This is an optimization exercise on Yosys and OpenROAD, whose aim is small area, a short achievable clock period and few clock cycles per item, not a production implementation.

Setup of exp/delta:
==> flow/design.v <==
module aes_inv_sub_bytes (
  input  logic         i_clk,
  input  logic         i_rst,
  input  logic         i_valid,
  input  logic [127:0] i_data,
  output logic         o_ready,
  output logic         o_valid,
  input  logic         i_ready,
  output logic [127:0] o_data
);
  logic [127:0] mapped, in_q, skid_q, out_q, sub;
  logic         in_v_q, skid_v_q, out_v_q, ready_q;
  logic         take, out_free, in_load, skid_v_d;
  for (genvar k = 0; k < 16; k++) begin : g_byte
    aes_inv_sub_bytes_map u_map (.a(i_data[8*k +: 8]), .y(mapped[8*k +: 8]));
    aes_inv_sub_bytes_inv u_inv (.a(in_q[8*k +: 8]), .y(sub[8*k +: 8]));
  end
  assign take     = ready_q & i_valid;
  assign out_free = ~out_v_q | i_ready;             
  assign in_load  = out_free | ~in_v_q;             
  assign skid_v_d = skid_v_q ? ~out_free : (take & in_v_q & ~out_free);
  always_ff @(posedge i_clk or posedge i_rst) begin
    if (i_rst) begin
      in_v_q   <= 1'b0;
      skid_v_q <= 1'b0;
      out_v_q  <= 1'b0;
    end else begin
      if (out_free) out_v_q <= in_v_q;
      if (in_load)  in_v_q  <= skid_v_q | take;
      skid_v_q <= skid_v_d;
    end
  end
  always_ff @(posedge i_clk) ready_q <= ~skid_v_d;
  always_ff @(posedge i_clk) begin
    if (out_free) out_q  <= sub;
    if (in_load)  in_q   <= skid_v_q ? skid_q : mapped;
    if (!skid_v_q) skid_q <= mapped;
  end
  assign o_ready = ready_q;
  assign o_valid = out_v_q;
  assign o_data  = out_q;
endmodule
module aes_inv_sub_bytes_map (
  input  logic [7:0] a,
  output logic [7:0] y
);
  logic n0, n1, n2, n3, n4, n5, n6, n7, n8, n9, n10, n11, n12, n13, n14, n15, n16;
  assign n0 = a[0] ^ a[1];
  assign n1 = n0 ^ a[4];
  assign n2 = a[2] ^ a[4];
  assign n3 = n2 ^ a[5];
  assign n4 = ~n3;
  assign n5 = ~a[1];
  assign n6 = n0 ^ a[5];
  assign n7 = ~n6;
  assign n8 = a[2] ^ a[5];
  assign n9 = n8 ^ a[6];
  assign n10 = n9 ^ a[7];
  assign n11 = n0 ^ a[7];
  assign n12 = a[1] ^ a[3];
  assign n13 = n12 ^ a[4];
  assign n14 = n13 ^ a[5];
  assign n15 = a[1] ^ a[4];
  assign n16 = n15 ^ a[6];
  assign y = {n16, n14, n11, n10, n7, n5, n4, n1};
endmodule
module aes_inv_sub_bytes_inv (
  input  logic [7:0] a,
  output logic [7:0] y
);
  logic n0, n1, n2, n3, n4, n5, n6, n7, n8, n9, n10, n11, n12, n13, n14, n15, n16, n17, n18, n19, n20, n21, n22, n23, n24, n25, n26, n27, n28, n29, n30, n31, n32, n33, n34, n35, n36, n37, n38, n39, n40, n41, n42, n43, n44, n45, n46, n47, n48, n49, n50, n51, n52, n53, n54, n55, n56, n57, n58, n59, n60, n61, n62, n63, n64, n65, n66, n67, n68, n69, n70, n71, n72, n73, n74, n75, n76, n77, n78, n79, n80, n81, n82, n83, n84, n85, n86, n87, n88, n89, n90, n91, n92, n93, n94, n95, n96, n97, n98, n99, n100, n101, n102, n103, n104, n105, n106, n107, n108, n109, n110, n111, n112, n113, n114, n115, n116, n117, n118, n119, n120, n121, n122, n123, n124, n125, n126, n127, n128, n129, n130, n131, n132, n133, n134, n135, n136, n137, n138, n139, n140, n141, n142, n143, n144, n145, n146, n147, n148, n149, n150, n151, n152, n153, n154, n155, n156, n157, n158, n159, n160, n161, n162, n163, n164, n165, n166, n167, n168, n169, n170, n171, n172, n173, n174, n175, n176, n177, n178, n179;
  assign n0 = a[4] ^ a[0];
  assign n1 = a[5] ^ a[1];
  assign n2 = a[6] ^ a[2];
  assign n3 = a[7] ^ a[3];
  assign n4 = n2 ^ n0;
  assign n5 = n3 ^ n1;
  assign n6 = n5 ^ n4;
  assign n7 = n6 ^ n4;
  assign n8 = n7 ^ n6;
  assign n9 = n1 ^ n0;
  assign n10 = n9 ^ n0;
  assign n11 = n9 ^ n7;
  assign n12 = n10 ^ n8;
  assign n13 = n3 ^ n2;
  assign n14 = n13 ^ n2;
  assign n15 = n13 ^ n7;
  assign n16 = n14 ^ n8;
  assign n17 = n15 ^ n11;
  assign n18 = n16 ^ n12;
  assign n19 = n18 ^ n17;
  assign n20 = n17 ^ n19;
  assign n21 = n12 ^ n11;
  assign n22 = n21 ^ n11;
  assign n23 = n11 ^ n17;
  assign n24 = n22 ^ n20;
  assign n25 = n16 ^ n15;
  assign n26 = n16 ^ n17;
  assign n27 = n25 ^ n20;
  assign n28 = a[6] ^ a[4];
  assign n29 = a[7] ^ a[5];
  assign n30 = a[2] ^ a[0];
  assign n31 = a[3] ^ a[1];
  assign n32 = n29 ^ n28;
  assign n33 = n31 ^ n30;
  assign n34 = n32 & n33;
  assign n35 = n28 & n30;
  assign n36 = n29 & n31;
  assign n37 = n36 ^ n35;
  assign n38 = n34 ^ n35;
  assign n39 = n38 ^ n37;
  assign n40 = a[5] ^ a[4];
  assign n41 = a[1] ^ a[0];
  assign n42 = n40 & n41;
  assign n43 = a[4] & a[0];
  assign n44 = a[5] & a[1];
  assign n45 = n44 ^ n43;
  assign n46 = n42 ^ n43;
  assign n47 = n45 ^ n38;
  assign n48 = n46 ^ n39;
  assign n49 = a[7] ^ a[6];
  assign n50 = a[3] ^ a[2];
  assign n51 = n49 & n50;
  assign n52 = a[6] & a[2];
  assign n53 = a[7] & a[3];
  assign n54 = n53 ^ n52;
  assign n55 = n51 ^ n52;
  assign n56 = n54 ^ n38;
  assign n57 = n55 ^ n39;
  assign n58 = n23 ^ n47;
  assign n59 = n24 ^ n48;
  assign n60 = n26 ^ n56;
  assign n61 = n27 ^ n57;
  assign n62 = ~n58;
  assign n63 = ~n59;
  assign n64 = ~n60;
  assign n65 = ~n61;
  assign n66 = n62 & n63;
  assign n67 = n66 & n60;
  assign n68 = n67 & n65;
  assign n69 = n58 & n63;
  assign n70 = n69 & n60;
  assign n71 = n70 & n65;
  assign n72 = n68 | n71;
  assign n73 = n62 & n59;
  assign n74 = n73 & n60;
  assign n75 = n74 & n65;
  assign n76 = n72 | n75;
  assign n77 = n58 & n59;
  assign n78 = n77 & n60;
  assign n79 = n78 & n65;
  assign n80 = n76 | n79;
  assign n81 = n73 & n64;
  assign n82 = n81 & n61;
  assign n83 = n80 | n82;
  assign n84 = n77 & n64;
  assign n85 = n84 & n61;
  assign n86 = n83 | n85;
  assign n87 = n67 & n61;
  assign n88 = n86 | n87;
  assign n89 = n74 & n61;
  assign n90 = n88 | n89;
  assign n91 = n68 | n79;
  assign n92 = n66 & n64;
  assign n93 = n92 & n61;
  assign n94 = n91 | n93;
  assign n95 = n69 & n64;
  assign n96 = n95 & n61;
  assign n97 = n94 | n96;
  assign n98 = n97 | n82;
  assign n99 = n98 | n85;
  assign n100 = n70 & n61;
  assign n101 = n99 | n100;
  assign n102 = n78 & n61;
  assign n103 = n101 | n102;
  assign n104 = n95 & n65;
  assign n105 = n84 & n65;
  assign n106 = n104 | n105;
  assign n107 = n106 | n71;
  assign n108 = n107 | n96;
  assign n109 = n108 | n82;
  assign n110 = n109 | n85;
  assign n111 = n110 | n100;
  assign n112 = n111 | n89;
  assign n113 = n81 & n65;
  assign n114 = n104 | n113;
  assign n115 = n114 | n75;
  assign n116 = n115 | n79;
  assign n117 = n116 | n82;
  assign n118 = n117 | n100;
  assign n119 = n118 | n89;
  assign n120 = n119 | n102;
  assign n121 = n112 ^ n90;
  assign n122 = n120 ^ n103;
  assign n123 = n122 ^ n121;
  assign n124 = n123 & n32;
  assign n125 = n121 & n28;
  assign n126 = n122 & n29;
  assign n127 = n126 ^ n125;
  assign n128 = n124 ^ n125;
  assign n129 = n128 ^ n127;
  assign n130 = n103 ^ n90;
  assign n131 = n130 & n40;
  assign n132 = n90 & a[4];
  assign n133 = n103 & a[5];
  assign n134 = n133 ^ n132;
  assign n135 = n131 ^ n132;
  assign n136 = n134 ^ n128;
  assign n137 = n135 ^ n129;
  assign n138 = n120 ^ n112;
  assign n139 = n138 & n49;
  assign n140 = n112 & a[6];
  assign n141 = n120 & a[7];
  assign n142 = n141 ^ n140;
  assign n143 = n139 ^ n140;
  assign n144 = n142 ^ n128;
  assign n145 = n143 ^ n129;
  assign n146 = n123 & n33;
  assign n147 = n121 & n30;
  assign n148 = n122 & n31;
  assign n149 = n148 ^ n147;
  assign n150 = n146 ^ n147;
  assign n151 = n150 ^ n149;
  assign n152 = n130 & n41;
  assign n153 = n90 & a[0];
  assign n154 = n103 & a[1];
  assign n155 = n154 ^ n153;
  assign n156 = n152 ^ n153;
  assign n157 = n155 ^ n150;
  assign n158 = n156 ^ n151;
  assign n159 = n138 & n50;
  assign n160 = n112 & a[2];
  assign n161 = n120 & a[3];
  assign n162 = n161 ^ n160;
  assign n163 = n159 ^ n160;
  assign n164 = n162 ^ n150;
  assign n165 = n163 ^ n151;
  assign n166 = n136 ^ n137;
  assign n167 = n166 ^ n158;
  assign n168 = n144 ^ n145;
  assign n169 = n168 ^ n164;
  assign n170 = n169 ^ n165;
  assign n171 = n136 ^ n144;
  assign n172 = n171 ^ n158;
  assign n173 = n166 ^ n144;
  assign n174 = n137 ^ n145;
  assign n175 = n174 ^ n157;
  assign n176 = n175 ^ n158;
  assign n177 = n176 ^ n164;
  assign n178 = n174 ^ n158;
  assign n179 = n136 ^ n164;
  assign y = {n165, n179, n178, n177, n173, n172, n170, n167};
endmodule
clock: 20.0 ns
lec_check: 0
cap_margin: 20
core_margin: 2
core_utilization: 65
cts_buf_list: sky130_fd_sc_hd__clkbuf_8
cts_cluster_diameter: 50
cts_cluster_size: 14
place_density: 0.75
slew_margin: 20
standard.sh (not shown) runs the stock make flow with config.mk's settings and CLKGATE_MAP_FILE= SYNTH_SCRIPT=/design/flow/synth_recipe.tcl, a recipe that flattens the netlist after the stock synthesis.
==> flow/flow/run.sh <==
#!/bin/bash
# Standard ORFS layout (the standard.sh), except that:
#  - Yosys's final ABC technology mapping uses flow/map.abc instead of ORFS's speed script
#    (all other synthesis steps, and so the registers and their names, are the standard ones);
#  - the make variables listed in flow/make_args (one VAR=value per line) are added.
set -euo pipefail
W=$PWD
{
  cat <<'TCL'
proc abc {args} {
  set i [lsearch -exact $args -script]
  if {$i >= 0} { lset args [expr {$i + 1}] $::env(FLOW_ABC_SCRIPT) }
  yosys abc {*}$args
}
TCL
  cat "$W/synth_recipe.tcl"
} > "$W/flow_synth.tcl"
sed "s#$W/synth_recipe.tcl#$W/flow_synth.tcl#g" "$W/standard.sh" > "$W/flow_standard.sh"
grep -q flow_synth.tcl "$W/flow_standard.sh"
export FLOW_ABC_SCRIPT="$W/flow/map.abc"
args=()
if [[ -f "$W/flow/make_args" ]]; then
  while IFS= read -r line; do
    [[ -n "$line" && "$line" != \#* ]] && args+=("$line")
  done < "$W/flow/make_args"
fi
bash "$W/flow_standard.sh" "${args[@]}" finish > "$W/flow_make.log" 2>&1
==> flow/flow/make_args <==
BUFFER_PORTS_ARGS=-buffer_cell sky130_fd_sc_hd__buf_1
SETUP_SLACK_MARGIN=14.8
==> flow/flow/map.abc <==
&get -n
&st
&dch -f
&nf -R 1000
&put
> inputs changed (exp/delta -> exp/pepper)
- PLACE_DENSITY now 0.85, was 0.75
- CORE_UTILIZATION now 75, was 65
==> flow/flow/make_args <==
BUFFER_PORTS_ARGS=-buffer_cell sky130_fd_sc_hd__buf_1
SETUP_SLACK_MARGIN=14.8
ADDER_MAP_FILE=
--- outcome ---
- Comparing exp/delta and exp/pepper, the higher number of rows in the core area was measured on exp/delta.
- On exp/pepper: count of routing violations after the opening detailed-route iteration is about 34% higher than what exp/delta gave.
- Summary of the comparison: fraction of the mapped netlist area in simple logic gates is higher in exp/pepper, relative to exp/delta.
- Number of cells in the design after placement, exp/pepper vs exp/delta: up slightly
- exp/pepper: core occupancy in the finished layout is 9.2 points higher than what exp/delta reported.
- exp/pepper vs exp/delta — fill cell total of the finished layout dropped by more than a quarter
- Of exp/pepper and exp/delta, it is exp/pepper that has the lower final standard cell area without fillers.
- The multi-input combinational cell count of exp/pepper exceeds that of exp/delta by 100.
Function was not checked in any run of this note: the RTL went through the layout flow alone.

-- re-timing with driven ports --
The results above use ideal ports. As a check the final layouts listed here were re-extracted and re-timed, cells and wires unchanged.
Step 1: set_driving_cell puts a clkbuf_16 on i_clk and a buf_2 on each other input, an assumption about the parent block.
Step 2, shift: input delay + t, output delay - t, t = (earliest + latest rising clock arrival at the registers) / 2. This alone moves slack from input paths to output paths.
Slacks: ideal ports / drivers / drivers and shift; pairs: ideal ports / drivers.
run	t (ns)	setup WS [ns]	hold slack, ns	worst setup path at the end	worst register clock-pin slew, ns
exp/delta	0.671	14.783 / 14.729 / 14.409	0.464 / 0.464 / 0.464	input to register	0.09 / 0.09
exp/pepper	0.653	14.768 / 14.715 / 14.385	0.471 / 0.471 / 0.471	input to register	0.09 / 0.09
After both steps every run listed still meets setup and hold. The setup slack of exp/pepper, which loses most, moves by -0.053 ns with the drivers and by -0.383 ns with both steps.
